What follows belongs to an exercise in optimizing a design on an open flow for a short achievable clock period, few clock cycles per item and low power; a production flow would make more cautious choices. Only simulation tests tie the RTL to the original design; equivalence was not proved. Power is estimated from default activity; no workload was simulated.

[flow/config.mk]
export PLATFORM = sky130hd
export DESIGN_NAME = fragment_reassembly_tracker_core
export DESIGN_NICKNAME = fragment_reassembly_tracker_core
export VERILOG_FILES = /design/flow/design.v
export SDC_FILE = /design/flow/constraint.sdc
export NUM_CORES = 4
export LEC_CHECK = 0
export CAP_MARGIN = 20
export CORE_MARGIN = 2
export CORE_UTILIZATION = 50
export CTS_BUF_LIST = sky130_fd_sc_hd__clkbuf_16
export CTS_CLUSTER_DIAMETER = 90
export CTS_CLUSTER_SIZE = 28
export PLACE_DENSITY = 0.65
export SETUP_SLACK_MARGIN = 3.0
export SLEW_MARGIN = 20
export TNS_END_PERCENT = 0
[flow/constraint.sdc]
create_clock -name core_clock -period 7.5 [get_ports {clk_i}]
set_input_delay 1.5000 -clock core_clock [delete_from_list [all_inputs] [get_ports {clk_i}]]
set_output_delay 1.5000 -clock core_clock [all_outputs]
set_load 0.01 [all_outputs]
[flow/design.v]
package frt_pkg;
  localparam int unsigned FRT_MAX_FRAGS = 64;
  localparam int unsigned FUNC_W    = 1;
  localparam int unsigned KIND_W    = 2;
  localparam int unsigned MSG_W     = 16;
  localparam int unsigned FRAG_W    = 8;
  localparam int unsigned CNT_W     = 7;
  localparam int unsigned BYTES_W   = 16;
  localparam int unsigned OFFSET_W  = 24;
  localparam int unsigned ACTION_W  = 3;
  localparam int unsigned CFG_IDX_W = 2;
  localparam logic [FUNC_W-1:0] FUNC_START  = 1'b0;
  localparam logic [FUNC_W-1:0] FUNC_PACKET = 1'b1;
  localparam logic [KIND_W-1:0] KIND_DATA = 2'd0;
  localparam logic [KIND_W-1:0] KIND_NACK = 2'd1;
  localparam logic [CFG_IDX_W-1:0] CFG_MSG_HDR   = 2'd0;
  localparam logic [CFG_IDX_W-1:0] CFG_PKT_HDR   = 2'd1;
  localparam logic [CFG_IDX_W-1:0] CFG_PAGE      = 2'd2;
  localparam logic [CFG_IDX_W-1:0] CFG_FULL_FRAG = 2'd3;
  typedef enum logic [ACTION_W-1:0] {
    ACT_CLEARED         = 3'd0,
    ACT_ACCEPTED        = 3'd1,
    ACT_IGNORED         = 3'd2,
    ACT_DROPPED         = 3'd3,
    ACT_RESEND          = 3'd4,
    ACT_NACK_UNANSWERED = 3'd5,
    ACT_OTHER           = 3'd6
  } action_e;
endpackage
module fragment_reassembly_tracker_core #(
  parameter int unsigned MAX_FRAGS = frt_pkg::FRT_MAX_FRAGS
) (
  input  logic                            clk_i,
  input  logic                            rst_ni,
  input  logic                            cfg_we_i,
  input  logic [frt_pkg::CFG_IDX_W-1:0]   cfg_index_i,
  input  logic [frt_pkg::BYTES_W-1:0]     cfg_data_i,
  input  logic                            in_valid_i,
  output logic                            in_ready_o,
  input  logic [frt_pkg::FUNC_W-1:0]      func_i,
  input  logic [frt_pkg::KIND_W-1:0]      packet_kind_i,
  input  logic [frt_pkg::MSG_W-1:0]       message_number_i,
  input  logic [frt_pkg::FRAG_W-1:0]      fragment_number_i,
  input  logic [frt_pkg::CNT_W-1:0]       total_fragments_i,
  input  logic [frt_pkg::BYTES_W-1:0]     fragment_bytes_i,
  input  logic [frt_pkg::BYTES_W-1:0]     header_bytes_i,
  input  logic [frt_pkg::BYTES_W-1:0]     max_data_bytes_i,
  input  logic                            request_pending_i,
  output logic                            out_valid_o,
  input  logic                            out_ready_i,
  output logic [frt_pkg::ACTION_W-1:0]    action_o,
  output logic [frt_pkg::OFFSET_W-1:0]    page_offset_o,
  output logic [frt_pkg::BYTES_W-1:0]     copy_bytes_o,
  output logic [frt_pkg::BYTES_W-1:0]     resend_fragment_bytes_o,
  output logic                            message_complete_o
);
  localparam int unsigned IdxW  = (MAX_FRAGS > 1) ? $clog2(MAX_FRAGS) : 1;
  localparam int unsigned BW    = frt_pkg::BYTES_W;
  localparam int unsigned OW    = frt_pkg::OFFSET_W;
  localparam int unsigned FW    = frt_pkg::FRAG_W;
  localparam int unsigned CW    = frt_pkg::CNT_W;
  localparam int unsigned MW    = frt_pkg::MSG_W;
  localparam int unsigned DivW  = BW + 1;
  localparam int unsigned StepW = $clog2(DivW + 1);
  function automatic logic [BW-1:0] sub_sat(input logic [BW-1:0] a, input logic [BW-1:0] b);
    sub_sat = (a > b) ? a - b : '0;
  endfunction
  logic [BW-1:0]        mh_q, ph_q, page_q, full_q;
  logic [MW-1:0]        cur_msg_q;
  logic                 active_q;
  logic [MAX_FRAGS-1:0] map_q;
  logic [CW-1:0]        count_q;
  logic [BW-1:0]        first_q;
  logic                 div_done_q;
  logic [StepW-1:0]     step_q;
  logic                 out_valid_q;
  logic [2:0]           out_action_q;
  logic [OW:0]          out_offs_a_q, out_offs_b_q;
  logic [BW-1:0]        out_copy_q;
  logic                 out_rs_full_q;
  logic                 out_complete_q;
  logic                 is_start, is_nack, is_data, pend;
  logic                 frag_zero, frag_in, last_frag, more_frags, maxd_zero, need_div;
  logic [IdxW-1:0]      frag_idx;
  logic [FW:0]          frag_p1;
  logic [DivW-1:0]      dvd, hdr_sum;
  assign is_start   = (func_i == frt_pkg::FUNC_START);
  assign is_nack    = !is_start && (packet_kind_i == frt_pkg::KIND_NACK);
  assign is_data    = !is_start && (packet_kind_i == frt_pkg::KIND_DATA);
  assign pend       = request_pending_i;
  assign frag_zero  = (fragment_number_i == '0);
  assign frag_in    = (fragment_number_i < FW'(MAX_FRAGS));
  assign frag_idx   = fragment_number_i[IdxW-1:0];
  assign frag_p1    = {1'b0, fragment_number_i} + (FW + 1)'(1);
  assign last_frag  = (frag_p1 == (FW + 1)'(total_fragments_i));
  assign more_frags = (frag_p1 < (FW + 1)'(total_fragments_i));
  assign maxd_zero  = (max_data_bytes_i == '0);
  assign need_div   = is_nack && pend && !frag_zero && last_frag && !maxd_zero;
  assign dvd        = {1'b0, mh_q} + {1'b0, page_q};
  assign hdr_sum    = {1'b0, ph_q} + {1'b0, mh_q};
  logic                 in_accept;
  assign in_ready_o = (!need_div || div_done_q) && (!out_valid_q || out_ready_i);
  assign in_accept  = in_valid_i && in_ready_o;
  logic                 div_step, dbit_q, cfg_we_q;
  logic [StepW-1:0]     step_d;
  logic [DivW-1:0]      div_sh;
  logic [DivW:0]        div_tr, dvd_ext;
  logic [BW-1:0]        rem_next;
  assign div_step = in_valid_i && need_div && !div_done_q && !cfg_we_q && !out_valid_q;
  assign dvd_ext  = {dvd, 1'b0};
  assign div_sh   = {out_copy_q, dbit_q};
  assign div_tr   = {1'b0, div_sh} - {2'b0, max_data_bytes_i};
  assign rem_next = div_tr[DivW] ? div_sh[BW-1:0] : div_tr[BW-1:0];
  logic [StepW-1:0]     dvd_lz;
  always_comb begin
    dvd_lz = StepW'(DivW - 1);
    for (int i = 0; i < DivW; i++) begin
      if (dvd[i]) begin
        dvd_lz = StepW'(DivW - 1 - i);
      end
    end
  end
  always_comb begin
    step_d = step_q;
    if (in_accept || cfg_we_q) begin
      step_d = dvd_lz;
    end else if (div_step) begin
      step_d = step_q + StepW'(1);
    end
  end
  always_ff @(posedge clk_i or negedge rst_ni) begin
    if (!rst_ni) begin
      div_done_q <= 1'b0;
      step_q     <= StepW'(4);
      dbit_q     <= 1'b1;
      cfg_we_q   <= 1'b0;
    end else begin
      step_q   <= step_d;
      if (in_accept || cfg_we_q) begin
        dbit_q <= (dvd != '0);
      end else if (div_step) begin
        dbit_q <= dvd_ext[DivW-1-step_q];
      end
      cfg_we_q <= cfg_we_i;
      if (in_accept) begin
        div_done_q <= 1'b0;
      end else if (div_step) begin
        if (step_q == StepW'(DivW - 1)) begin
          div_done_q <= 1'b1;
        end
      end
    end
  end
  logic [MW-1:0]        next_msg;
  logic                 msg_only, opens, new_open, seen, msg_match;
  logic [BW-1:0]        data_len, zero_len;
  logic [BW+1:0]        zl_diff;
  logic [CW-1:0]        count_inc;
  logic [OW:0]          offs_a, offs_b;
  assign next_msg   = cur_msg_q + MW'(1);
  assign opens      = !active_q || (next_msg == message_number_i);
  assign new_open   = opens && frag_zero && pend;
  assign seen       = !new_open && map_q[frag_idx];
  assign msg_match  = new_open || (active_q && (cur_msg_q == message_number_i));
  assign msg_only   = frag_zero && ({1'b0, fragment_bytes_i} == hdr_sum);
  assign data_len   = sub_sat(fragment_bytes_i, header_bytes_i);
  assign zl_diff    = {2'b0, is_nack ? max_data_bytes_i : fragment_bytes_i}
                    + {2'b11, is_nack ? '1 : ~header_bytes_i}
                    + {2'b11, ~mh_q} + (BW + 2)'(2);
  assign zero_len   = zl_diff[BW+1] ? '0 : zl_diff[BW-1:0];
  assign count_inc  = (new_open ? '0 : count_q) + CW'(1);
  frt_offs u_offs (
    .nack_i  (is_nack),
    .frag_i  (fragment_number_i),
    .maxd_i  (max_data_bytes_i),
    .first_i (first_q),
    .mh_i    (mh_q),
    .sum_a_o (offs_a),
    .sum_b_o (offs_b)
  );
  logic [2:0]           r_action;
  logic                 r_offs_on;
  logic [BW-1:0]        r_copy;
  logic                 r_rs_full;
  logic                 r_complete, r_accept;
  always_comb begin
    r_action   = frt_pkg::ACT_IGNORED;
    r_offs_on  = 1'b0;
    r_copy     = '0;
    r_rs_full  = 1'b0;
    r_complete = 1'b0;
    r_accept   = 1'b0;
    if (is_start) begin
      r_action = frt_pkg::ACT_CLEARED;
    end else if (is_nack) begin
      if (pend) begin
        r_action  = frt_pkg::ACT_RESEND;
        r_offs_on = !frag_zero;
        if (frag_zero) begin
          r_copy = zero_len;
        end else if (last_frag) begin
          r_copy = maxd_zero ? (dvd[DivW-1] ? '1 : dvd[BW-1:0]) : out_copy_q;
        end else begin
          r_copy = max_data_bytes_i;
        end
        r_rs_full = more_frags;
      end else begin
        r_action = frt_pkg::ACT_NACK_UNANSWERED;
      end
    end else if (!is_data) begin
      r_action = frt_pkg::ACT_OTHER;
    end else if (opens && !new_open) begin
      r_action = frt_pkg::ACT_IGNORED;
    end else if (!msg_match) begin
      r_action = frt_pkg::ACT_IGNORED;
    end else if (!frag_in) begin
      r_action = frt_pkg::ACT_DROPPED;
    end else if (seen) begin
      r_action = frt_pkg::ACT_IGNORED;
    end else if (!msg_only && frag_zero && !pend) begin
      r_action = frt_pkg::ACT_DROPPED;
    end else begin
      r_action   = frt_pkg::ACT_ACCEPTED;
      r_accept   = 1'b1;
      r_complete = (count_inc == total_fragments_i);
      if (msg_only) begin
        r_copy = '0;
      end else if (frag_zero) begin
        r_copy = zero_len;
      end else begin
        r_copy    = data_len;
        r_offs_on = 1'b1;
      end
    end
  end
  always_ff @(posedge clk_i or negedge rst_ni) begin
    if (!rst_ni) begin
      mh_q        <= BW'(32);
      ph_q        <= BW'(28);
      page_q      <= BW'(4096);
      full_q      <= BW'(1500);
      cur_msg_q   <= '0;
      active_q    <= 1'b0;
      map_q       <= '0;
      count_q     <= '0;
      first_q     <= '0;
      out_valid_q <= 1'b0;
    end else begin
      if (cfg_we_i) begin
        case (cfg_index_i)
          frt_pkg::CFG_MSG_HDR:   mh_q   <= cfg_data_i;
          frt_pkg::CFG_PKT_HDR:   ph_q   <= cfg_data_i;
          frt_pkg::CFG_PAGE:      page_q <= cfg_data_i;
          default:                full_q <= cfg_data_i;
        endcase
      end
      if (in_accept) begin
        out_valid_q <= 1'b1;
      end else if (out_ready_i) begin
        out_valid_q <= 1'b0;
      end
      if (in_accept) begin
        if (is_start) begin
          cur_msg_q <= '0;
          active_q  <= 1'b0;
          map_q     <= '0;
          count_q   <= '0;
          first_q   <= '0;
        end else if (r_accept) begin
          cur_msg_q <= message_number_i;
          active_q  <= 1'b1;
          map_q     <= (new_open ? '0 : map_q) | (MAX_FRAGS'(1) << frag_idx);
          count_q   <= count_inc;
          if (frag_zero) begin
            first_q <= msg_only ? '0 : zero_len;
          end
        end
      end
    end
  end
  always_ff @(posedge clk_i) begin
    if (in_accept) begin
      out_action_q   <= r_action;
      out_offs_a_q   <= offs_a & {(OW + 1){r_offs_on}};
      out_offs_b_q   <= offs_b & {(OW + 1){r_offs_on}};
      out_rs_full_q  <= r_rs_full;
      out_complete_q <= r_complete;
    end
  end
  always_ff @(posedge clk_i or negedge rst_ni) begin
    if (!rst_ni) begin
      out_copy_q <= '0;
    end else if (in_accept) begin
      out_copy_q <= r_copy;
    end else if (out_valid_q && out_ready_i) begin
      out_copy_q <= '0;
    end else if (div_step) begin
      out_copy_q <= rem_next;
    end
  end
  logic [OW:0]          offs_sum;
  logic [DivW:0]        rs_sum;
  assign offs_sum = out_offs_a_q + out_offs_b_q;
  assign rs_sum = {2'b0, ph_q} + {2'b0, out_copy_q};
  always_comb begin
    if (out_rs_full_q) begin
      resend_fragment_bytes_o = full_q;
    end else if (out_action_q == frt_pkg::ACT_RESEND) begin
      resend_fragment_bytes_o = (rs_sum[DivW:BW] != '0) ? '1 : rs_sum[BW-1:0];
    end else begin
      resend_fragment_bytes_o = '0;
    end
  end
  assign out_valid_o        = out_valid_q;
  assign action_o           = out_action_q;
  assign page_offset_o      = (offs_sum[OW] && (out_action_q == frt_pkg::ACT_RESEND)) ? '0
                                                                                : offs_sum[OW-1:0];
  assign copy_bytes_o       = out_copy_q;
  assign message_complete_o = out_complete_q;
endmodule
module frt_offs (
  input  logic        nack_i,
  input  logic [7:0]  frag_i,
  input  logic [15:0] maxd_i,
  input  logic [15:0] first_i,
  input  logic [15:0] mh_i,
  output logic [24:0] sum_a_o,
  output logic [24:0] sum_b_o
);
  logic t0, t1, t2, t3, t4, t5, t6, t7, t8, t9, t10, t11, t12, t13, t14, t15, t16, t17, t18, t19, t20, t21, t22, t23, t24, t25, t26, t27, t28, t29, t30, t31, t32, t33, t34, t35, t36, t37, t38, t39, t40, t41, t42, t43, t44, t45, t46, t47, t48, t49, t50, t51, t52, t53, t54, t55, t56, t57, t58, t59, t60, t61, t62, t63, t64, t65, t66, t67, t68, t69, t70, t71, t72, t73, t74, t75, t76, t77, t78, t79, t80, t81, t82, t83, t84, t85, t86, t87, t88, t89, t90, t91, t92, t93, t94, t95, t96, t97, t98, t99, t100, t101, t102, t103, t104, t105, t106, t107, t108, t109, t110, t111, t112, t113, t114, t115, t116, t117, t118, t119, t120, t121, t122, t123, t124, t125, t126, t127, t128, t129, t130, t131, t132, t133, t134, t135, t136, t137, t138, t139, t140, t141, t142, t143, t144, t145, t146, t147, t148, t149, t150, t151, t152, t153, t154, t155, t156, t157, t158, t159, t160, t161, t162, t163, t164, t165, t166, t167, t168, t169, t170, t171, t172, t173, t174, t175, t176, t177, t178, t179, t180, t181, t182, t183, t184, t185, t186, t187, t188, t189, t190, t191, t192, t193, t194, t195, t196, t197, t198, t199, t200, t201, t202, t203, t204, t205, t206, t207, t208, t209, t210, t211, t212, t213, t214, t215, t216, t217, t218, t219, t220, t221, t222, t223, t224, t225, t226, t227, t228, t229, t230, t231, t232, t233, t234, t235, t236, t237, t238, t239, t240, t241, t242, t243, t244, t245, t246, t247, t248, t249, t250, t251, t252, t253, t254, t255, t256, t257, t258, t259, t260, t261, t262, t263, t264, t265, t266, t267, t268, t269, t270, t271, t272, t273, t274, t275, t276, t277, t278, t279, t280, t281, t282, t283, t284, t285, t286, t287, t288, t289, t290, t291, t292, t293, t294, t295, t296, t297, t298, t299, t300, t301, t302, t303, t304, t305, t306, t307, t308, t309, t310, t311, t312, t313, t314, t315, t316, t317, t318, t319, t320, t321, t322, t323, t324, t325, t326, t327, t328, t329, t330, t331, t332, t333, t334, t335, t336, t337, t338, t339, t340, t341, t342, t343, t344, t345, t346, t347, t348, t349, t350, t351, t352, t353, t354, t355, t356, t357, t358, t359, t360, t361, t362, t363, t364, t365, t366, t367, t368, t369, t370, t371, t372, t373, t374, t375, t376, t377, t378, t379, t380, t381, t382, t383, t384, t385, t386, t387, t388, t389, t390, t391, t392, t393, t394, t395;
  assign t0 = (frag_i[0] & maxd_i[0]);
  assign t1 = (!nack_i & first_i[0]);
  assign t2 = (nack_i ? ~mh_i[0] : ~maxd_i[0]);
  assign t3 = (frag_i[0] & maxd_i[1]);
  assign t4 = (frag_i[1] & maxd_i[0]);
  assign t5 = (!nack_i & first_i[1]);
  assign t6 = (nack_i ? ~mh_i[1] : ~maxd_i[1]);
  assign t7 = (frag_i[0] & maxd_i[2]);
  assign t8 = (frag_i[1] & maxd_i[1]);
  assign t9 = (frag_i[2] & maxd_i[0]);
  assign t10 = (!nack_i & first_i[2]);
  assign t11 = (nack_i ? ~mh_i[2] : ~maxd_i[2]);
  assign t12 = (frag_i[0] & maxd_i[3]);
  assign t13 = (frag_i[1] & maxd_i[2]);
  assign t14 = (frag_i[2] & maxd_i[1]);
  assign t15 = (frag_i[3] & maxd_i[0]);
  assign t16 = (!nack_i & first_i[3]);
  assign t17 = (nack_i ? ~mh_i[3] : ~maxd_i[3]);
  assign t18 = (frag_i[0] & maxd_i[4]);
  assign t19 = (frag_i[1] & maxd_i[3]);
  assign t20 = (frag_i[2] & maxd_i[2]);
  assign t21 = (frag_i[3] & maxd_i[1]);
  assign t22 = (frag_i[4] & maxd_i[0]);
  assign t23 = (!nack_i & first_i[4]);
  assign t24 = (nack_i ? ~mh_i[4] : ~maxd_i[4]);
  assign t25 = (frag_i[0] & maxd_i[5]);
  assign t26 = (frag_i[1] & maxd_i[4]);
  assign t27 = (frag_i[2] & maxd_i[3]);
  assign t28 = (frag_i[3] & maxd_i[2]);
  assign t29 = (frag_i[4] & maxd_i[1]);
  assign t30 = (frag_i[5] & maxd_i[0]);
  assign t31 = (!nack_i & first_i[5]);
  assign t32 = (nack_i ? ~mh_i[5] : ~maxd_i[5]);
  assign t33 = (frag_i[0] & maxd_i[6]);
  assign t34 = (frag_i[1] & maxd_i[5]);
  assign t35 = (frag_i[2] & maxd_i[4]);
  assign t36 = (frag_i[3] & maxd_i[3]);
  assign t37 = (frag_i[4] & maxd_i[2]);
  assign t38 = (frag_i[5] & maxd_i[1]);
  assign t39 = (nack_i ? (frag_i[6] & maxd_i[0]) : first_i[6]);
  assign t40 = (nack_i ? ~mh_i[6] : ~maxd_i[6]);
  assign t41 = (frag_i[0] & maxd_i[7]);
  assign t42 = (frag_i[1] & maxd_i[6]);
  assign t43 = (frag_i[2] & maxd_i[5]);
  assign t44 = (frag_i[3] & maxd_i[4]);
  assign t45 = (frag_i[4] & maxd_i[3]);
  assign t46 = (frag_i[5] & maxd_i[2]);
  assign t47 = (nack_i ? (frag_i[6] & maxd_i[1]) : first_i[7]);
  assign t48 = (nack_i & frag_i[7] & maxd_i[0]);
  assign t49 = (nack_i ? ~mh_i[7] : ~maxd_i[7]);
  assign t50 = (frag_i[0] & maxd_i[8]);
  assign t51 = (frag_i[1] & maxd_i[7]);
  assign t52 = (frag_i[2] & maxd_i[6]);
  assign t53 = (frag_i[3] & maxd_i[5]);
  assign t54 = (frag_i[4] & maxd_i[4]);
  assign t55 = (frag_i[5] & maxd_i[3]);
  assign t56 = (nack_i ? (frag_i[6] & maxd_i[2]) : first_i[8]);
  assign t57 = (nack_i & frag_i[7] & maxd_i[1]);
  assign t58 = (nack_i ? ~mh_i[8] : ~maxd_i[8]);
  assign t59 = (frag_i[0] & maxd_i[9]);
  assign t60 = (frag_i[1] & maxd_i[8]);
  assign t61 = (frag_i[2] & maxd_i[7]);
  assign t62 = (frag_i[3] & maxd_i[6]);
  assign t63 = (frag_i[4] & maxd_i[5]);
  assign t64 = (frag_i[5] & maxd_i[4]);
  assign t65 = (nack_i ? (frag_i[6] & maxd_i[3]) : first_i[9]);
  assign t66 = (nack_i & frag_i[7] & maxd_i[2]);
  assign t67 = (nack_i ? ~mh_i[9] : ~maxd_i[9]);
  assign t68 = (frag_i[0] & maxd_i[10]);
  assign t69 = (frag_i[1] & maxd_i[9]);
  assign t70 = (frag_i[2] & maxd_i[8]);
  assign t71 = (frag_i[3] & maxd_i[7]);
  assign t72 = (frag_i[4] & maxd_i[6]);
  assign t73 = (frag_i[5] & maxd_i[5]);
  assign t74 = (nack_i ? (frag_i[6] & maxd_i[4]) : first_i[10]);
  assign t75 = (nack_i & frag_i[7] & maxd_i[3]);
  assign t76 = (nack_i ? ~mh_i[10] : ~maxd_i[10]);
  assign t77 = (frag_i[0] & maxd_i[11]);
  assign t78 = (frag_i[1] & maxd_i[10]);
  assign t79 = (frag_i[2] & maxd_i[9]);
  assign t80 = (frag_i[3] & maxd_i[8]);
  assign t81 = (frag_i[4] & maxd_i[7]);
  assign t82 = (frag_i[5] & maxd_i[6]);
  assign t83 = (nack_i ? (frag_i[6] & maxd_i[5]) : first_i[11]);
  assign t84 = (nack_i & frag_i[7] & maxd_i[4]);
  assign t85 = (nack_i ? ~mh_i[11] : ~maxd_i[11]);
  assign t86 = (frag_i[0] & maxd_i[12]);
  assign t87 = (frag_i[1] & maxd_i[11]);
  assign t88 = (frag_i[2] & maxd_i[10]);
  assign t89 = (frag_i[3] & maxd_i[9]);
  assign t90 = (frag_i[4] & maxd_i[8]);
  assign t91 = (frag_i[5] & maxd_i[7]);
  assign t92 = (nack_i ? (frag_i[6] & maxd_i[6]) : first_i[12]);
  assign t93 = (nack_i & frag_i[7] & maxd_i[5]);
  assign t94 = (nack_i ? ~mh_i[12] : ~maxd_i[12]);
  assign t95 = (frag_i[0] & maxd_i[13]);
  assign t96 = (frag_i[1] & maxd_i[12]);
  assign t97 = (frag_i[2] & maxd_i[11]);
  assign t98 = (frag_i[3] & maxd_i[10]);
  assign t99 = (frag_i[4] & maxd_i[9]);
  assign t100 = (frag_i[5] & maxd_i[8]);
  assign t101 = (nack_i ? (frag_i[6] & maxd_i[7]) : first_i[13]);
  assign t102 = (nack_i & frag_i[7] & maxd_i[6]);
  assign t103 = (nack_i ? ~mh_i[13] : ~maxd_i[13]);
  assign t104 = (frag_i[0] & maxd_i[14]);
  assign t105 = (frag_i[1] & maxd_i[13]);
  assign t106 = (frag_i[2] & maxd_i[12]);
  assign t107 = (frag_i[3] & maxd_i[11]);
  assign t108 = (frag_i[4] & maxd_i[10]);
  assign t109 = (frag_i[5] & maxd_i[9]);
  assign t110 = (nack_i ? (frag_i[6] & maxd_i[8]) : first_i[14]);
  assign t111 = (nack_i & frag_i[7] & maxd_i[7]);
  assign t112 = (nack_i ? ~mh_i[14] : ~maxd_i[14]);
  assign t113 = (frag_i[0] & maxd_i[15]);
  assign t114 = (frag_i[1] & maxd_i[14]);
  assign t115 = (frag_i[2] & maxd_i[13]);
  assign t116 = (frag_i[3] & maxd_i[12]);
  assign t117 = (frag_i[4] & maxd_i[11]);
  assign t118 = (frag_i[5] & maxd_i[10]);
  assign t119 = (nack_i ? (frag_i[6] & maxd_i[9]) : first_i[15]);
  assign t120 = (nack_i & frag_i[7] & maxd_i[8]);
  assign t121 = (nack_i ? ~mh_i[15] : ~maxd_i[15]);
  assign t122 = (frag_i[1] & maxd_i[15]);
  assign t123 = (frag_i[2] & maxd_i[14]);
  assign t124 = (frag_i[3] & maxd_i[13]);
  assign t125 = (frag_i[4] & maxd_i[12]);
  assign t126 = (frag_i[5] & maxd_i[11]);
  assign t127 = (nack_i & frag_i[6] & maxd_i[10]);
  assign t128 = (nack_i & frag_i[7] & maxd_i[9]);
  assign t129 = (frag_i[2] & maxd_i[15]);
  assign t130 = (frag_i[3] & maxd_i[14]);
  assign t131 = (frag_i[4] & maxd_i[13]);
  assign t132 = (frag_i[5] & maxd_i[12]);
  assign t133 = (nack_i & frag_i[6] & maxd_i[11]);
  assign t134 = (nack_i & frag_i[7] & maxd_i[10]);
  assign t135 = (frag_i[3] & maxd_i[15]);
  assign t136 = (frag_i[4] & maxd_i[14]);
  assign t137 = (frag_i[5] & maxd_i[13]);
  assign t138 = (nack_i & frag_i[6] & maxd_i[12]);
  assign t139 = (nack_i & frag_i[7] & maxd_i[11]);
  assign t140 = (frag_i[4] & maxd_i[15]);
  assign t141 = (frag_i[5] & maxd_i[14]);
  assign t142 = (nack_i & frag_i[6] & maxd_i[13]);
  assign t143 = (nack_i & frag_i[7] & maxd_i[12]);
  assign t144 = (frag_i[5] & maxd_i[15]);
  assign t145 = (nack_i & frag_i[6] & maxd_i[14]);
  assign t146 = (nack_i & frag_i[7] & maxd_i[13]);
  assign t147 = (nack_i & frag_i[6] & maxd_i[15]);
  assign t148 = (nack_i & frag_i[7] & maxd_i[14]);
  assign t149 = (nack_i & frag_i[7] & maxd_i[15]);
  assign t150 = ~t0;
  assign t151 = ~t122;
  assign t152 = ~t129;
  assign t153 = ~t135;
  assign t154 = ~t140;
  assign t155 = ~t144;
  assign t156 = ~t147;
  assign t157 = ~t149;
  assign t158 = ~t149;
  assign t159 = ~t149;
  assign t160 = t18 ^ t19;
  assign t161 = t18 & t19;
  assign t162 = t25 ^ t26 ^ t27;
  assign t163 = (t25 & t26) | (t25 & t27) | (t26 & t27);
  assign t164 = t28 ^ t29;
  assign t165 = t28 & t29;
  assign t166 = t33 ^ t34 ^ t35;
  assign t167 = (t33 & t34) | (t33 & t35) | (t34 & t35);
  assign t168 = t36 ^ t37 ^ t38;
  assign t169 = (t36 & t37) | (t36 & t38) | (t37 & t38);
  assign t170 = t41 ^ t42 ^ t43;
  assign t171 = (t41 & t42) | (t41 & t43) | (t42 & t43);
  assign t172 = t44 ^ t45 ^ t46;
  assign t173 = (t44 & t45) | (t44 & t46) | (t45 & t46);
  assign t174 = t47 ^ t48;
  assign t175 = t47 & t48;
  assign t176 = t50 ^ t51 ^ t52;
  assign t177 = (t50 & t51) | (t50 & t52) | (t51 & t52);
  assign t178 = t53 ^ t54 ^ t55;
  assign t179 = (t53 & t54) | (t53 & t55) | (t54 & t55);
  assign t180 = t56 ^ t57 ^ t58;
  assign t181 = (t56 & t57) | (t56 & t58) | (t57 & t58);
  assign t182 = t59 ^ t60 ^ t61;
  assign t183 = (t59 & t60) | (t59 & t61) | (t60 & t61);
  assign t184 = t62 ^ t63 ^ t64;
  assign t185 = (t62 & t63) | (t62 & t64) | (t63 & t64);
  assign t186 = t65 ^ t66 ^ t67;
  assign t187 = (t65 & t66) | (t65 & t67) | (t66 & t67);
  assign t188 = t68 ^ t69 ^ t70;
  assign t189 = (t68 & t69) | (t68 & t70) | (t69 & t70);
  assign t190 = t71 ^ t72 ^ t73;
  assign t191 = (t71 & t72) | (t71 & t73) | (t72 & t73);
  assign t192 = t74 ^ t75 ^ t76;
  assign t193 = (t74 & t75) | (t74 & t76) | (t75 & t76);
  assign t194 = t77 ^ t78 ^ t79;
  assign t195 = (t77 & t78) | (t77 & t79) | (t78 & t79);
  assign t196 = t80 ^ t81 ^ t82;
  assign t197 = (t80 & t81) | (t80 & t82) | (t81 & t82);
  assign t198 = t83 ^ t84 ^ t85;
  assign t199 = (t83 & t84) | (t83 & t85) | (t84 & t85);
  assign t200 = t86 ^ t87 ^ t88;
  assign t201 = (t86 & t87) | (t86 & t88) | (t87 & t88);
  assign t202 = t89 ^ t90 ^ t91;
  assign t203 = (t89 & t90) | (t89 & t91) | (t90 & t91);
  assign t204 = t92 ^ t93 ^ t94;
  assign t205 = (t92 & t93) | (t92 & t94) | (t93 & t94);
  assign t206 = t95 ^ t96 ^ t97;
  assign t207 = (t95 & t96) | (t95 & t97) | (t96 & t97);
  assign t208 = t98 ^ t99 ^ t100;
  assign t209 = (t98 & t99) | (t98 & t100) | (t99 & t100);
  assign t210 = t101 ^ t102 ^ t103;
  assign t211 = (t101 & t102) | (t101 & t103) | (t102 & t103);
  assign t212 = t104 ^ t105 ^ t106;
  assign t213 = (t104 & t105) | (t104 & t106) | (t105 & t106);
  assign t214 = t107 ^ t108 ^ t109;
  assign t215 = (t107 & t108) | (t107 & t109) | (t108 & t109);
  assign t216 = t110 ^ t111 ^ t112;
  assign t217 = (t110 & t111) | (t110 & t112) | (t111 & t112);
  assign t218 = t113 ^ t114 ^ t115;
  assign t219 = (t113 & t114) | (t113 & t115) | (t114 & t115);
  assign t220 = t116 ^ t117 ^ t118;
  assign t221 = (t116 & t117) | (t116 & t118) | (t117 & t118);
  assign t222 = t119 ^ t120 ^ t121;
  assign t223 = (t119 & t120) | (t119 & t121) | (t120 & t121);
  assign t224 = t123 ^ t124 ^ t125;
  assign t225 = (t123 & t124) | (t123 & t125) | (t124 & t125);
  assign t226 = t126 ^ t127 ^ t128;
  assign t227 = (t126 & t127) | (t126 & t128) | (t127 & t128);
  assign t228 = t130 ^ t131 ^ t132;
  assign t229 = (t130 & t131) | (t130 & t132) | (t131 & t132);
  assign t230 = t133 ^ t134;
  assign t231 = t133 & t134;
  assign t232 = t136 ^ t137 ^ t138;
  assign t233 = (t136 & t137) | (t136 & t138) | (t137 & t138);
  assign t234 = t3 ^ t4;
  assign t235 = t3 & t4;
  assign t236 = t7 ^ t8 ^ t9;
  assign t237 = (t7 & t8) | (t7 & t9) | (t8 & t9);
  assign t238 = t12 ^ t13 ^ t14;
  assign t239 = (t12 & t13) | (t12 & t14) | (t13 & t14);
  assign t240 = t15 ^ t16;
  assign t241 = t15 & t16;
  assign t242 = t160 ^ t20 ^ t21;
  assign t243 = (t160 & t20) | (t160 & t21) | (t20 & t21);
  assign t244 = t22 ^ t23 ^ t24;
  assign t245 = (t22 & t23) | (t22 & t24) | (t23 & t24);
  assign t246 = t162 ^ t164 ^ t30;
  assign t247 = (t162 & t164) | (t162 & t30) | (t164 & t30);
  assign t248 = t31 ^ t32 ^ t161;
  assign t249 = (t31 & t32) | (t31 & t161) | (t32 & t161);
  assign t250 = t166 ^ t168 ^ t39;
  assign t251 = (t166 & t168) | (t166 & t39) | (t168 & t39);
  assign t252 = t40 ^ t163 ^ t165;
  assign t253 = (t40 & t163) | (t40 & t165) | (t163 & t165);
  assign t254 = t170 ^ t172 ^ t174;
  assign t255 = (t170 & t172) | (t170 & t174) | (t172 & t174);
  assign t256 = t49 ^ t167 ^ t169;
  assign t257 = (t49 & t167) | (t49 & t169) | (t167 & t169);
  assign t258 = t176 ^ t178 ^ t180;
  assign t259 = (t176 & t178) | (t176 & t180) | (t178 & t180);
  assign t260 = t171 ^ t173 ^ t175;
  assign t261 = (t171 & t173) | (t171 & t175) | (t173 & t175);
  assign t262 = t182 ^ t184 ^ t186;
  assign t263 = (t182 & t184) | (t182 & t186) | (t184 & t186);
  assign t264 = t177 ^ t179 ^ t181;
  assign t265 = (t177 & t179) | (t177 & t181) | (t179 & t181);
  assign t266 = t188 ^ t190 ^ t192;
  assign t267 = (t188 & t190) | (t188 & t192) | (t190 & t192);
  assign t268 = t183 ^ t185 ^ t187;
  assign t269 = (t183 & t185) | (t183 & t187) | (t185 & t187);
  assign t270 = t194 ^ t196 ^ t198;
  assign t271 = (t194 & t196) | (t194 & t198) | (t196 & t198);
  assign t272 = t189 ^ t191 ^ t193;
  assign t273 = (t189 & t191) | (t189 & t193) | (t191 & t193);
  assign t274 = t200 ^ t202 ^ t204;
  assign t275 = (t200 & t202) | (t200 & t204) | (t202 & t204);
  assign t276 = t195 ^ t197 ^ t199;
  assign t277 = (t195 & t197) | (t195 & t199) | (t197 & t199);
  assign t278 = t206 ^ t208 ^ t210;
  assign t279 = (t206 & t208) | (t206 & t210) | (t208 & t210);
  assign t280 = t201 ^ t203 ^ t205;
  assign t281 = (t201 & t203) | (t201 & t205) | (t203 & t205);
  assign t282 = t212 ^ t214 ^ t216;
  assign t283 = (t212 & t214) | (t212 & t216) | (t214 & t216);
  assign t284 = t207 ^ t209 ^ t211;
  assign t285 = (t207 & t209) | (t207 & t211) | (t209 & t211);
  assign t286 = t218 ^ t220 ^ t222;
  assign t287 = (t218 & t220) | (t218 & t222) | (t220 & t222);
  assign t288 = t213 ^ t215 ^ t217;
  assign t289 = (t213 & t215) | (t213 & t217) | (t215 & t217);
  assign t290 = t224 ^ t226 ^ t151;
  assign t291 = (t224 & t226) | (t224 & t151) | (t226 & t151);
  assign t292 = t219 ^ t221 ^ t223;
  assign t293 = (t219 & t221) | (t219 & t223) | (t221 & t223);
  assign t294 = t228 ^ t230 ^ t122;
  assign t295 = (t228 & t230) | (t228 & t122) | (t230 & t122);
  assign t296 = t152 ^ t225 ^ t227;
  assign t297 = (t152 & t225) | (t152 & t227) | (t225 & t227);
  assign t298 = t232 ^ t139 ^ t129;
  assign t299 = (t232 & t139) | (t232 & t129) | (t139 & t129);
  assign t300 = t153 ^ t229 ^ t231;
  assign t301 = (t153 & t229) | (t153 & t231) | (t229 & t231);
  assign t302 = t141 ^ t142 ^ t143;
  assign t303 = (t141 & t142) | (t141 & t143) | (t142 & t143);
  assign t304 = t135 ^ t154 ^ t233;
  assign t305 = (t135 & t154) | (t135 & t233) | (t154 & t233);
  assign t306 = t145 ^ t146 ^ t140;
  assign t307 = (t145 & t146) | (t145 & t140) | (t146 & t140);
  assign t308 = t234 ^ t5;
  assign t309 = t234 & t5;
  assign t310 = t236 ^ t10 ^ t11;
  assign t311 = (t236 & t10) | (t236 & t11) | (t10 & t11);
  assign t312 = t238 ^ t240 ^ t17;
  assign t313 = (t238 & t240) | (t238 & t17) | (t240 & t17);
  assign t314 = t242 ^ t244 ^ t239;
  assign t315 = (t242 & t244) | (t242 & t239) | (t244 & t239);
  assign t316 = t246 ^ t248 ^ t243;
  assign t317 = (t246 & t248) | (t246 & t243) | (t248 & t243);
  assign t318 = t250 ^ t252 ^ t247;
  assign t319 = (t250 & t252) | (t250 & t247) | (t252 & t247);
  assign t320 = t254 ^ t256 ^ t251;
  assign t321 = (t254 & t256) | (t254 & t251) | (t256 & t251);
  assign t322 = t258 ^ t260 ^ t255;
  assign t323 = (t258 & t260) | (t258 & t255) | (t260 & t255);
  assign t324 = t262 ^ t264 ^ t259;
  assign t325 = (t262 & t264) | (t262 & t259) | (t264 & t259);
  assign t326 = t266 ^ t268 ^ t263;
  assign t327 = (t266 & t268) | (t266 & t263) | (t268 & t263);
  assign t328 = t270 ^ t272 ^ t267;
  assign t329 = (t270 & t272) | (t270 & t267) | (t272 & t267);
  assign t330 = t274 ^ t276 ^ t271;
  assign t331 = (t274 & t276) | (t274 & t271) | (t276 & t271);
  assign t332 = t278 ^ t280 ^ t275;
  assign t333 = (t278 & t280) | (t278 & t275) | (t280 & t275);
  assign t334 = t282 ^ t284 ^ t279;
  assign t335 = (t282 & t284) | (t282 & t279) | (t284 & t279);
  assign t336 = t286 ^ t288 ^ t283;
  assign t337 = (t286 & t288) | (t286 & t283) | (t288 & t283);
  assign t338 = t290 ^ t292 ^ t287;
  assign t339 = (t290 & t292) | (t290 & t287) | (t292 & t287);
  assign t340 = t294 ^ t296 ^ t291;
  assign t341 = (t294 & t296) | (t294 & t291) | (t296 & t291);
  assign t342 = t298 ^ t300 ^ t295;
  assign t343 = (t298 & t300) | (t298 & t295) | (t300 & t295);
  assign t344 = t302 ^ t304 ^ t299;
  assign t345 = (t302 & t304) | (t302 & t299) | (t304 & t299);
  assign t346 = t306 ^ t155 ^ t303;
  assign t347 = (t306 & t155) | (t306 & t303) | (t155 & t303);
  assign t348 = t148 ^ t144 ^ t156;
  assign t349 = (t148 & t144) | (t148 & t156) | (t144 & t156);
  assign t350 = t1 ^ t2;
  assign t351 = t1 & t2;
  assign t352 = t308 ^ t6 ^ t0;
  assign t353 = (t308 & t6) | (t308 & t0) | (t6 & t0);
  assign t354 = t310 ^ t235 ^ t309;
  assign t355 = (t310 & t235) | (t310 & t309) | (t235 & t309);
  assign t356 = t312 ^ t237 ^ t311;
  assign t357 = (t312 & t237) | (t312 & t311) | (t237 & t311);
  assign t358 = t314 ^ t241 ^ t313;
  assign t359 = (t314 & t241) | (t314 & t313) | (t241 & t313);
  assign t360 = t316 ^ t245 ^ t315;
  assign t361 = (t316 & t245) | (t316 & t315) | (t245 & t315);
  assign t362 = t318 ^ t249 ^ t317;
  assign t363 = (t318 & t249) | (t318 & t317) | (t249 & t317);
  assign t364 = t320 ^ t253 ^ t319;
  assign t365 = (t320 & t253) | (t320 & t319) | (t253 & t319);
  assign t366 = t322 ^ t257 ^ t321;
  assign t367 = (t322 & t257) | (t322 & t321) | (t257 & t321);
  assign t368 = t324 ^ t261 ^ t323;
  assign t369 = (t324 & t261) | (t324 & t323) | (t261 & t323);
  assign t370 = t326 ^ t265 ^ t325;
  assign t371 = (t326 & t265) | (t326 & t325) | (t265 & t325);
  assign t372 = t328 ^ t269 ^ t327;
  assign t373 = (t328 & t269) | (t328 & t327) | (t269 & t327);
  assign t374 = t330 ^ t273 ^ t329;
  assign t375 = (t330 & t273) | (t330 & t329) | (t273 & t329);
  assign t376 = t332 ^ t277 ^ t331;
  assign t377 = (t332 & t277) | (t332 & t331) | (t277 & t331);
  assign t378 = t334 ^ t281 ^ t333;
  assign t379 = (t334 & t281) | (t334 & t333) | (t281 & t333);
  assign t380 = t336 ^ t285 ^ t335;
  assign t381 = (t336 & t285) | (t336 & t335) | (t285 & t335);
  assign t382 = t338 ^ t289 ^ t337;
  assign t383 = (t338 & t289) | (t338 & t337) | (t289 & t337);
  assign t384 = t340 ^ t293 ^ t339;
  assign t385 = (t340 & t293) | (t340 & t339) | (t293 & t339);
  assign t386 = t342 ^ t297 ^ t341;
  assign t387 = (t342 & t297) | (t342 & t341) | (t297 & t341);
  assign t388 = t344 ^ t301 ^ t343;
  assign t389 = (t344 & t301) | (t344 & t343) | (t301 & t343);
  assign t390 = t346 ^ t305 ^ t345;
  assign t391 = (t346 & t305) | (t346 & t345) | (t305 & t345);
  assign t392 = t348 ^ t307 ^ t347;
  assign t393 = (t348 & t307) | (t348 & t347) | (t307 & t347);
  assign t394 = t147 ^ t157 ^ t349;
  assign t395 = (t147 & t157) | (t147 & t349) | (t157 & t349);
  assign sum_a_o = {t159, t158, t394, t392, t390, t388, t386, t384, t382, t380, t378, t376, t374, t372, t370, t368, t366, t364, t362, t360, t358, t356, t354, t352, t350};
  assign sum_b_o = {1'b0, t395, t393, t391, t389, t387, t385, t383, t381, t379, t377, t375, t373, t371, t369, t367, t365, t363, t361, t359, t357, t355, t353, t351, t150};
endmodule
[flow/flow/run.sh]
#!/bin/bash
# The standard layout, with the input and output ports buffered by buf_2
# cells instead of the default port buffer. Full tool output: flow.log.
set -euo pipefail
export BUFFER_PORTS_ARGS="-buffer_cell sky130_fd_sc_hd__buf_2"
bash standard.sh > flow.log 2>&1
[flow/standard.sh]
#!/bin/bash
# synth_recipe.tcl (not shown) runs the flow's synth.tcl, then flattens the netlist and writes it again
# the make line also repeats each setting of config.mk as NAME=value (left out here)
make -C /OpenROAD-flow-scripts/flow DESIGN_CONFIG=/design/flow/config.mk WORK_HOME=/design/flow/orfs CLKGATE_MAP_FILE= SYNTH_SCRIPT=/design/flow/synth_recipe.tcl "${@:-finish}"
==> summary.txt <==
number of global-route vias before repair 19530; Hold Worst Slack 0.5046 ns; clk slew on worst S/H paths 0.10 ns; Synth Area in Simple Gates 17.91%; DP Worst Slack 1.121 ns; IO Count 168; Synth Area in Compound Gates 18.90%; status finished clean; Num CTS Buffers 16; die area 0.04802 sq mm; CP cell instances ha_4, fa_2, a21oi_2, o21bai_2, a211oi_2, o211ai_1, and3_4, o31a_1, a21oi_4, o31ai_4, xor2_2, buf_4, and2_4, nor4_2, buf_2; WP data arrival 3.95 ns; asr flop ratio synth 78.46%; Fin. Hold Viols 0; Max IR drop VDD 221.4 uV; proportion of synthesized area in mux cells 4.969%; GRT Total Usage 30.70%; die extent in y 219.1 um; initial antenna violation count 1; Mapped Area 0.02314 sq mm; CP max-delay cell edfxtp_1; first-pass GRT wire length 113600 um; vias 20580; drt pass-1 iters 6; Post-synth EDFFs 53; Clock Tree Root clkbuf_16; layout cells sized above 1 15.05%; final wirelength 74080 um; most instantiated library cell after synthesis nand2_1; Data required, critical path 6.00 ns; Crit Path Max Fanout 3; FF+latch count, synth 246; post-synth top area share 19.36%; setup slack after layout 2.054 ns; Yosys top cell by area dfrtp_1; Post-synth top cells nand2_1 (228), nor2_1 (218), inv_1 (214); syn avg cell area 8.945 sq um; drt initial violations 1906; worst skew pair latency 0.54 ns; via/cell ratio 6.239; Area growth, synth to finish 10.15%; maximum clock rate 183.6 MHz; largest net degree at the start of global routing 114; WL/cell 22.45 um; largest family of logic cells by synthesized area adder cells; Hold Crit Class flip-flop to flip-flop; Post-Syn Nets 2973; CTS tree done; Critical Path Start Type flip-flop; Synth Warn # 1; Synth Instances 2587; deepest clock path buffer count 3; placed cells 3248; Final Cycle Share 72.61%; Final setup viols 0; Area contributors post-synth dfrtp_1 (19%), fa_1 (11%), ha_1 (8.0%), edfxtp_1 (6.9%), nand2_1 (3.7%); XOR/XNOR Fraction of Synth Area 5.185%; dpl hpwl 57040 um; DRT antenna net count 0; leakage power 11.39 nW; max-slew violation count 0; setup TNS 0 ns; Non-Filler Instances 3299; DRC Markers 0; final net count 3074; Primary FF master, synth dfrtp_1; Starting Density 50.77%; H-tree depth 1; clk_skew 0.01453 ns; max-cap violations 0; die width 219.1 um; Tightest Pin Transition 1.098 ns; RSZ-0062 raised after global routing true; std cell rows 78; Placer Congestion 0.9905; core area 0.04558 sq mm; count of cell types in the netlist 85; post-synthesis adder-cell area fraction 19.42%; pwr/cell area 194.7 mW/mm^2; Seq/Total Area, Yosys 27.83%; CP Capture Type primary output; worst rel slew slack 26.67%; total grt overflow 0; Crit Path Category flip-flop to primary output; Util after Layout 55.93%; CTS sink count 246; crit-path max cell delay 0.44 ns; shortest period the worst path allows 5.446 ns; buffers added on ports 167
==> kinds of logic (layout without fill, tap and decap cells) <==
| logic type | Yosys count | in the layout |
|---|---|---|
| mux | 92 | 92 |
| other cells | 0 | 1 |
| flops | 246 | 246 |
| buf+inv | 347 | 454 |
| fa+ha+maj | 280 | 280 |
| xor+xnor | 137 | 137 |
| compound gates | 642 | 642 |
| simple gates | 843 | 847 |
==> flip-flops by register name, indices dropped and copies added (netlist names), 3 cells and up <==
register,flops
ph_q,16
first_q,16
out_offs_b_q,24
mh_q,16
page_q,16
count_q,7
map_q,64
out_copy_q,16
cur_msg_q,16
out_action_q,3
out_offs_a_q,24
full_q,16
step_q,5
==> final timing paths <==
path                            cells after the start                        end  slack, ns                 startpoint
worst max-delay path                               15          page_offset_o[14]       2.05  out_offs_a_q[0]$_DFFE_PP_
worst min-delay path                                1      map_q[32]$_DFFE_PN0P_       0.50      map_q[32]$_DFFE_PN0P_
worst max register to register                     14      map_q[62]$_DFFE_PN0P_       2.24        mh_q[0]$_DFFE_PN0P_
worst min register to register                      1      map_q[32]$_DFFE_PN0P_       0.50      map_q[32]$_DFFE_PN0P_
max in group asynchronous                           2  out_copy_q[0]$_DFFE_PN0P_       5.06                     rst_ni
min in group asynchronous                           1     count_q[4]$_DFFE_PN0P_       1.08                     rst_ni
==> what timing repair did <==
| action | CTS | global route |
|---|---|---|
| hold buffers | 0 | 0 |
| endpoints found under the setup margin | 271 | 260 |
| resized for setup | 32 | 8 |
| setup buffers | 7 | 10 |
| gates cloned | 4 | 0 |
| pin swaps | 10 | 14 |
==> critical path: cells and delay by family, from the launching register on <==
kind	cells	cell delay, ns
AO/OA/AOI/OAI	7	1.31
XOR/XNOR	1	0.16
adder cells (fa/ha/maj)	2	0.60
buffers and inverters	2	0.30
flip-flops	1	0.44
AND/OR/NAND/NOR	3	0.60
==> metal layers <==
layer | global-route usage, % | part of all wire, %
met5 | 0 | 0
met2 | 48.66 | 46
met4 | 9.212 | 3.1
met3 | 3.742 | 7.0
met1 | 44.06 | 44
==> power by group <==
group / switching [W] / leakage [nW] / internal (W)
Combinational: 0.00142 / 8.06 / 0.000930
Sequential: 0.0000998 / 3.06 / 0.00147
Clock: 0.000570 / 0.273 / 0.000475
==> metrics by stage <==
stage	power [W]	cell area (sq um)
2_1_floorplan	0.003204	23340
5_1_grt	0.005272	25490
3_5_place_dp	0.003869	24560
4_1_cts	0.004953	25330
6_report	0.004964	25490
3_3_place_gp	0.003833	24560
==> placed cells by master (no fill, tap or decap), types with 14 or more instances in the layout <==
cell	instances
a211oi_1	19
mux2_2	53
buf_2	160
or3_1	19
nor3_1	50
nand2b_1	26
dfrtp_1	177
o21a_1	26
o21ai_0	140
inv_1	213
a31oi_1	21
nand2_1	225
dfstp_2	14
xor2_1	65
nor4_1	18
xnor2_1	69
ha_1	143
o211ai_1	19
o2bb2ai_1	16
mux2i_1	26
fa_1	131
nand3_1	53
a21oi_1	150
and2_1	55
o22ai_1	14
a32o_1	65
nor2b_1	38
a21o_1	37
edfxtp_1	53
buf_4	39
nand4_1	28
clkbuf_16	17
nor2_1	213
and3_1	41
==> layout make-up <==
class / count / area, sq um
multi-input cells: 1998 / 15660
well taps: 600 / 750.7
flip-flops and latches: 246 / 6441
fillers: 4220 / 20090
clock buffers: 17 / 425.4
clock inverters: 11 / 138.9
diodes: 1 / 2.502
repair buffers: 209 / 1247
inverters: 217 / 819.5
Testbench counts, summed over its fixed seeds: cycles 3,573, items 3,355.

separate check: timing with driven ports:
The results above use ideal ports. As a check the final layout listed here was re-extracted and re-timed, cells and wires unchanged. Step 1: set_driving_cell puts a clkbuf_16 on clk_i and a buf_2 on each other input, an assumption about the parent block. Step 2, shift: input delay + t, output delay - t, t = (earliest + latest rising clock arrival at the registers) / 2. This alone moves slack from input paths to output paths. Three values: no drivers, after step 1, after step 2; two values: the first two.
t, ns: 0.593
setup slack, ns: 2.054 / 1.994 / 1.524
worst data-port slew with drivers (ns): 0.10
After both steps this run still meets setup and hold. For this run, drivers alone change the setup slack by -0.060 ns; drivers and shift together by -0.530 ns.
